This design comes from an exercise in tuning for small area, a short achievable clock period and few clock cycles per item on the open sky130 flow, not from production work. Where RTL was checked, it was by simulation tests only, not by an equivalence proof against the original. Power figures rest on the tool's default switching activity, not on a simulated workload.

Setup of run 1:
==> flow/design.v (excerpt) <==
module mpeg_scrambler_top (
	input  logic            clk,
	input  logic            rst_n,
	input  mpeg_pkg::byte_t mpeg_in,
	input  logic            mpeg_in_en,
	input  logic            stream_end,
	input  mpeg_pkg::key_t  key_in,
	input  logic            key_en,
	output mpeg_pkg::byte_t mpeg_out,
	output logic            mpeg_out_en,
	output logic            mpeg_prog_full
);
Size in the first run: roughly 1100 sq um of cells after synthesis.
==> flow/config.mk <==
export PLATFORM = sky130hd
export DESIGN_NAME = mpeg_scrambler_top
export DESIGN_NICKNAME = mpeg_scrambler_top
export VERILOG_FILES = /design/flow/design.v
export SDC_FILE = /design/flow/constraint.sdc
export NUM_CORES = 4
export LEC_CHECK = 0
export CAP_MARGIN = 20
export CORE_AREA = 2.5 2.5 58.5 58.5
export DIE_AREA = 0 0 61 61
export SETUP_SLACK_MARGIN = 3.1
export SLEW_MARGIN = 20
export SYNTH_HIERARCHICAL = 1
==> flow/constraint.sdc <==
create_clock -name core_clock -period 5.0 [get_ports {clk}]
set_input_delay 1.0000 -clock core_clock [delete_from_list [all_inputs] [get_ports {clk}]]
set_output_delay 1.0000 -clock core_clock [all_outputs]
set_load 0.01 [all_outputs]
standard.sh (not shown) runs the stock make flow with config.mk's settings and CLKGATE_MAP_FILE= SYNTH_SCRIPT=/design/flow/synth_recipe.tcl, a recipe that flattens the netlist after the stock synthesis.
==> flow/flow/run.sh <==
#!/bin/bash
# Standard ORFS layout with plain buf_1 cells as the port buffers (buffer_ports otherwise picks a
# delay buffer), a clock tree of clkbuf_4 cells without dummy loads, and the slow wide OR cells
# added to the platform's don't-use list (flow/dont_use.txt holds the platform's list and these),
# so that synthesis builds wide ORs from NOR and NAND gates. Make's full output goes to
# flow_make.log here.
set -euo pipefail
bash standard.sh "BUFFER_PORTS_ARGS=-buffer_cell sky130_fd_sc_hd__buf_1" \
	"CTS_ARGS=-sink_clustering_enable -repair_clock_nets -dont_use_dummy_load -buf_list sky130_fd_sc_hd__clkbuf_4" \
	"DONT_USE_CELLS=$(cat flow/dont_use.txt)" \
	finish > flow_make.log 2>&1
==> flow/flow/dont_use.txt <==
sky130_fd_sc_hd__probe_p_8 sky130_fd_sc_hd__probec_p_8 sky130_fd_sc_hd__lpflow_bleeder_1 sky130_fd_sc_hd__lpflow_clkbufkapwr_1 sky130_fd_sc_hd__lpflow_clkbufkapwr_16 sky130_fd_sc_hd__lpflow_clkbufkapwr_2 sky130_fd_sc_hd__lpflow_clkbufkapwr_4 sky130_fd_sc_hd__lpflow_clkbufkapwr_8 sky130_fd_sc_hd__lpflow_clkinvkapwr_1 sky130_fd_sc_hd__lpflow_clkinvkapwr_16 sky130_fd_sc_hd__lpflow_clkinvkapwr_2 sky130_fd_sc_hd__lpflow_clkinvkapwr_4 sky130_fd_sc_hd__lpflow_clkinvkapwr_8 sky130_fd_sc_hd__lpflow_decapkapwr_12 sky130_fd_sc_hd__lpflow_decapkapwr_3 sky130_fd_sc_hd__lpflow_decapkapwr_4 sky130_fd_sc_hd__lpflow_decapkapwr_6 sky130_fd_sc_hd__lpflow_decapkapwr_8 sky130_fd_sc_hd__lpflow_inputiso0n_1 sky130_fd_sc_hd__lpflow_inputiso0p_1 sky130_fd_sc_hd__lpflow_inputiso1n_1 sky130_fd_sc_hd__lpflow_inputiso1p_1 sky130_fd_sc_hd__lpflow_inputisolatch_1 sky130_fd_sc_hd__lpflow_isobufsrc_1 sky130_fd_sc_hd__lpflow_isobufsrc_16 sky130_fd_sc_hd__lpflow_isobufsrc_2 sky130_fd_sc_hd__lpflow_isobufsrc_4 sky130_fd_sc_hd__lpflow_isobufsrc_8 sky130_fd_sc_hd__lpflow_isobufsrckapwr_16 sky130_fd_sc_hd__lpflow_lsbuf_lh_hl_isowell_tap_1 sky130_fd_sc_hd__lpflow_lsbuf_lh_hl_isowell_tap_2 sky130_fd_sc_hd__lpflow_lsbuf_lh_hl_isowell_tap_4 sky130_fd_sc_hd__lpflow_lsbuf_lh_isowell_4 sky130_fd_sc_hd__lpflow_lsbuf_lh_isowell_tap_1 sky130_fd_sc_hd__lpflow_lsbuf_lh_isowell_tap_2 sky130_fd_sc_hd__lpflow_lsbuf_lh_isowell_tap_4 sky130_fd_sc_hd__or4_1 sky130_fd_sc_hd__or4_2 sky130_fd_sc_hd__or4_4 sky130_fd_sc_hd__or4b_1 sky130_fd_sc_hd__or4b_2 sky130_fd_sc_hd__or4b_4 sky130_fd_sc_hd__or4bb_1 sky130_fd_sc_hd__or4bb_2 sky130_fd_sc_hd__or4bb_4 sky130_fd_sc_hd__or3_1 sky130_fd_sc_hd__or3_2 sky130_fd_sc_hd__or3_4 sky130_fd_sc_hd__or3b_1 sky130_fd_sc_hd__or3b_2 sky130_fd_sc_hd__or3b_4
#### Input delta (run 2 over run 1)
Settings: SETUP_SLACK_MARGIN changed from 3.1 to 3.2.
==> notes.md <==
In run 2, the number of fill cells in the layout came out 1.4% below the value in run 1. Compared to run 1, the router laid down less metal wire for run 2. Run 2 vs run 1, last element of the critical path: lfsr[2] vs lfsr[14]. Changes observed in run 2 relative to run 1: sum of internal, switching and leakage power fell 0.0020 mW; share of layout cells above drive strength 1 rose 3.8 points.
Here is what was changed in the inputs of run 3 compared with run 2.
Settings: SETUP_SLACK_MARGIN changed from 3.2 to 3.15.
When the final numbers for run 2 and run 3 were put side by side, the share of the clock period used by the worst path turned out to be greater in run 2.
Delta (run 3 minus run 2): area share of buffers outside the clock network picked up an extra 2.3 points, count of fill cells added during filler insertion lost 8, setup slack picked up an extra 49 ps, required time of the critical path neither gained nor lost much.
Function was not checked in any run of this note: the RTL went through the layout flow alone.

Setup of job 9415:
Another version of the RTL of mpeg_scrambler_top (not shown whole).
For scale: about 120 cells after synthesis, roughly 29 flip-flops, about 1200 sq um of cells after synthesis.
export LEC_CHECK = 0
export CAP_MARGIN = 20
export CORE_AREA = 2.5 2.5 58.5 58.5
export DIE_AREA = 0 0 61 61
export SETUP_SLACK_MARGIN = 3.2
export SLEW_MARGIN = 20
create_clock -name core_clock -period 5.0 [get_ports {clk}]
==> flow/flow/run.sh <==
#!/bin/bash
# Standard ORFS layout with plain buf_1 cells as the port buffers (buffer_ports otherwise picks a
# delay buffer) and a clock tree without dummy loads. Make's full output goes to flow_make.log here.
set -euo pipefail
bash standard.sh "BUFFER_PORTS_ARGS=-buffer_cell sky130_fd_sc_hd__buf_1" \
	"CTS_ARGS=-sink_clustering_enable -repair_clock_nets -dont_use_dummy_load -buf_list {sky130_fd_sc_hd__clkbuf_8 sky130_fd_sc_hd__clkbuf_16} -sink_clustering_size 16 -sink_clustering_max_diameter 100" \
	finish > flow_make.log 2>&1
Testbench counts of job 9415, summed over its fixed seeds: cycles 173,216, bytes 173,208.
diff inputs: job 9415 => job 3216
--- a/flow/flow/run.sh
+++ b/flow/flow/run.sh
@@ -5,3 +5,3 @@
 bash standard.sh "BUFFER_PORTS_ARGS=-buffer_cell sky130_fd_sc_hd__buf_1" \
-	"CTS_ARGS=-sink_clustering_enable -repair_clock_nets -dont_use_dummy_load -buf_list {sky130_fd_sc_hd__clkbuf_8 sky130_fd_sc_hd__clkbuf_16} -sink_clustering_size 16 -sink_clustering_max_diameter 100" \
+	"CTS_ARGS=-sink_clustering_enable -repair_clock_nets -dont_use_dummy_load -buf_list {sky130_fd_sc_hd__clkbuf_8 sky130_fd_sc_hd__clkbuf_16}" \
 	finish > flow_make.log 2>&1
--- a/flow/config.mk
+++ b/flow/config.mk
@@ -10,3 +10,3 @@
 export DIE_AREA = 0 0 61 61
-export SETUP_SLACK_MARGIN = 3.2
+export SETUP_SLACK_MARGIN = 3.15
 export SLEW_MARGIN = 20
Job 3216: finished layout cell area lower than job 9415. Layout-stage area growth over the synthesis result ends up higher on job 9415. Looking at final worst hold slack across both flows, job 3216 is the weaker of the two, with job 9415 ahead. For the final critical path time including I/O delays and setup, job 3216 came in 0.027 ns higher than job 9415 did. Compared with job 9415, in job 3216 fraction of power spent switching nets down 0.38 points, non-filler instance count after layout up 1, reported combinational group power down about 6.5%, layout filler cell count up about 7%. | global-route usage | job 3216 vs job 9415 | 1.1 points lower |.
### job 3216 -> job 1114
--- a/flow/flow/run.sh
+++ b/flow/flow/run.sh
@@ -5,3 +5,3 @@
 bash standard.sh "BUFFER_PORTS_ARGS=-buffer_cell sky130_fd_sc_hd__buf_1" \
-	"CTS_ARGS=-sink_clustering_enable -repair_clock_nets -dont_use_dummy_load -buf_list {sky130_fd_sc_hd__clkbuf_8 sky130_fd_sc_hd__clkbuf_16}" \
+	"CTS_ARGS=-sink_clustering_enable -repair_clock_nets -dont_use_dummy_load -buf_list sky130_fd_sc_hd__clkbuf_4" \
 	finish > flow_make.log 2>&1
--- a/flow/config.mk
+++ b/flow/config.mk
@@ -10,3 +10,3 @@
 export DIE_AREA = 0 0 61 61
-export SETUP_SLACK_MARGIN = 3.15
+export SETUP_SLACK_MARGIN = 3.05
 export SLEW_MARGIN = 20
==> comparison <==
- Count of instances resized after the clock tree is built came out exactly the same in job 1114 and job 3216.
- Going from job 3216 to job 1114, number of tap cells inserted was more or less identical, maximum fanout count along the critical path grew by 14, hold slack picked up an extra 0.0060 ns, met1 routing resource usage after global routing up 1.2 points.
- Job 3216 -> job 1114: sum of routed wire length over all layers decreased by a few percent
- | part of the cycle the worst path needs | higher: job 1114 |
> inputs changed (job 1114 -> job 5197)
==> flow/flow/run.sh <==
#!/bin/bash
# Standard ORFS layout with plain buf_1 cells as the port buffers (buffer_ports otherwise picks a
# delay buffer) and a leaner clock tree. Make's full output goes to flow_make.log here.
set -euo pipefail
bash standard.sh "BUFFER_PORTS_ARGS=-buffer_cell sky130_fd_sc_hd__buf_1" \
	"CTS_ARGS=-sink_clustering_enable -repair_clock_nets -dont_use_dummy_load -buf_list sky130_fd_sc_hd__clkbuf_16 -root_buf sky130_fd_sc_hd__clkbuf_16 -sink_clustering_size 40 -sink_clustering_max_diameter 200" finish > flow_make.log 2>&1
--- a/flow/config.mk
+++ b/flow/config.mk
@@ -8,5 +8,6 @@
 export CAP_MARGIN = 20
-export CORE_AREA = 2.5 2.5 58.5 58.5
-export DIE_AREA = 0 0 61 61
-export SETUP_SLACK_MARGIN = 3.05
+export CORE_MARGIN = 2
+export CORE_UTILIZATION = 40
+export CTS_BUF_LIST = sky130_fd_sc_hd__clkbuf_8 sky130_fd_sc_hd__clkbuf_16
+export SETUP_SLACK_MARGIN = 3.3
 export SLEW_MARGIN = 20
Findings:
| area used by multi-input combinational logic | lower: job 1114 |
Of job 1114 and job 5197, the run reporting the higher register-to-register slack was job 5197.
Job 5197: worst hold-check slack is 0.013 ns lower than what job 1114 reported.
Switching power in job 5197 vs job 1114: up about 24%
Diff job 1114 and job 5197: cell-internal power higher in job 5197
Taking job 1114 as 1.0, job 5197 lands at 1.12 on met1 layer wirelength in the final routing.
Time the final worst path needs with I/O delays and setup delta for job 5197 relative to job 1114: 0.082 ns lower
Compared job 5197 vs job 1114, and final design area excluding fillers is up in job 5197.

port drivers added, routing unchanged:
The results above use ideal ports. As a check the final layouts listed here were re-extracted and re-timed, cells and wires unchanged.
Step 1 sets driving cells, clkbuf_16 on the clock port and buf_2 on the other inputs (assumed; they add their load-dependent delay and slew).
Step 2, shift: input delay + t, output delay - t, t = (earliest + latest rising clock arrival at the registers) / 2. This alone moves slack from input paths to output paths.
a / b / c = ideal ports / drivers / drivers and shift; a / b = the first two.
run | shift t [ns] | setup slack, ns | hold slack, ns | worst data-port slew with drivers (ns)
run 1 | 0.329 | 3.031 / 3.010 / 2.681 | 0.465 / 0.465 / 0.465 | 0.05
run 2 | 0.334 | 2.976 / 2.964 / 2.631 | 0.471 / 0.471 / 0.471 | 0.04
run 3 | 0.337 | 3.024 / 3.008 / 2.671 | 0.468 / 0.468 / 0.468 | 0.05
job 9415 | 0.289 | 3.244 / 3.238 / 2.948 | 0.469 / 0.469 / 0.469 | 0.04
job 3216 | 0.294 | 3.216 / 3.219 / 2.924 | 0.456 / 0.456 / 0.456 | 0.03
job 1114 | 0.336 | 3.173 / 3.168 / 2.832 | 0.462 / 0.462 / 0.462 | 0.03
job 5197 | 0.295 | 3.255 / 3.246 / 2.951 | 0.449 / 0.449 / 0.449 | 0.05
After both steps every run listed still meets setup and hold. The setup slack of run 3, which loses most, moves by -0.016 ns with the drivers and by -0.353 ns with both steps.
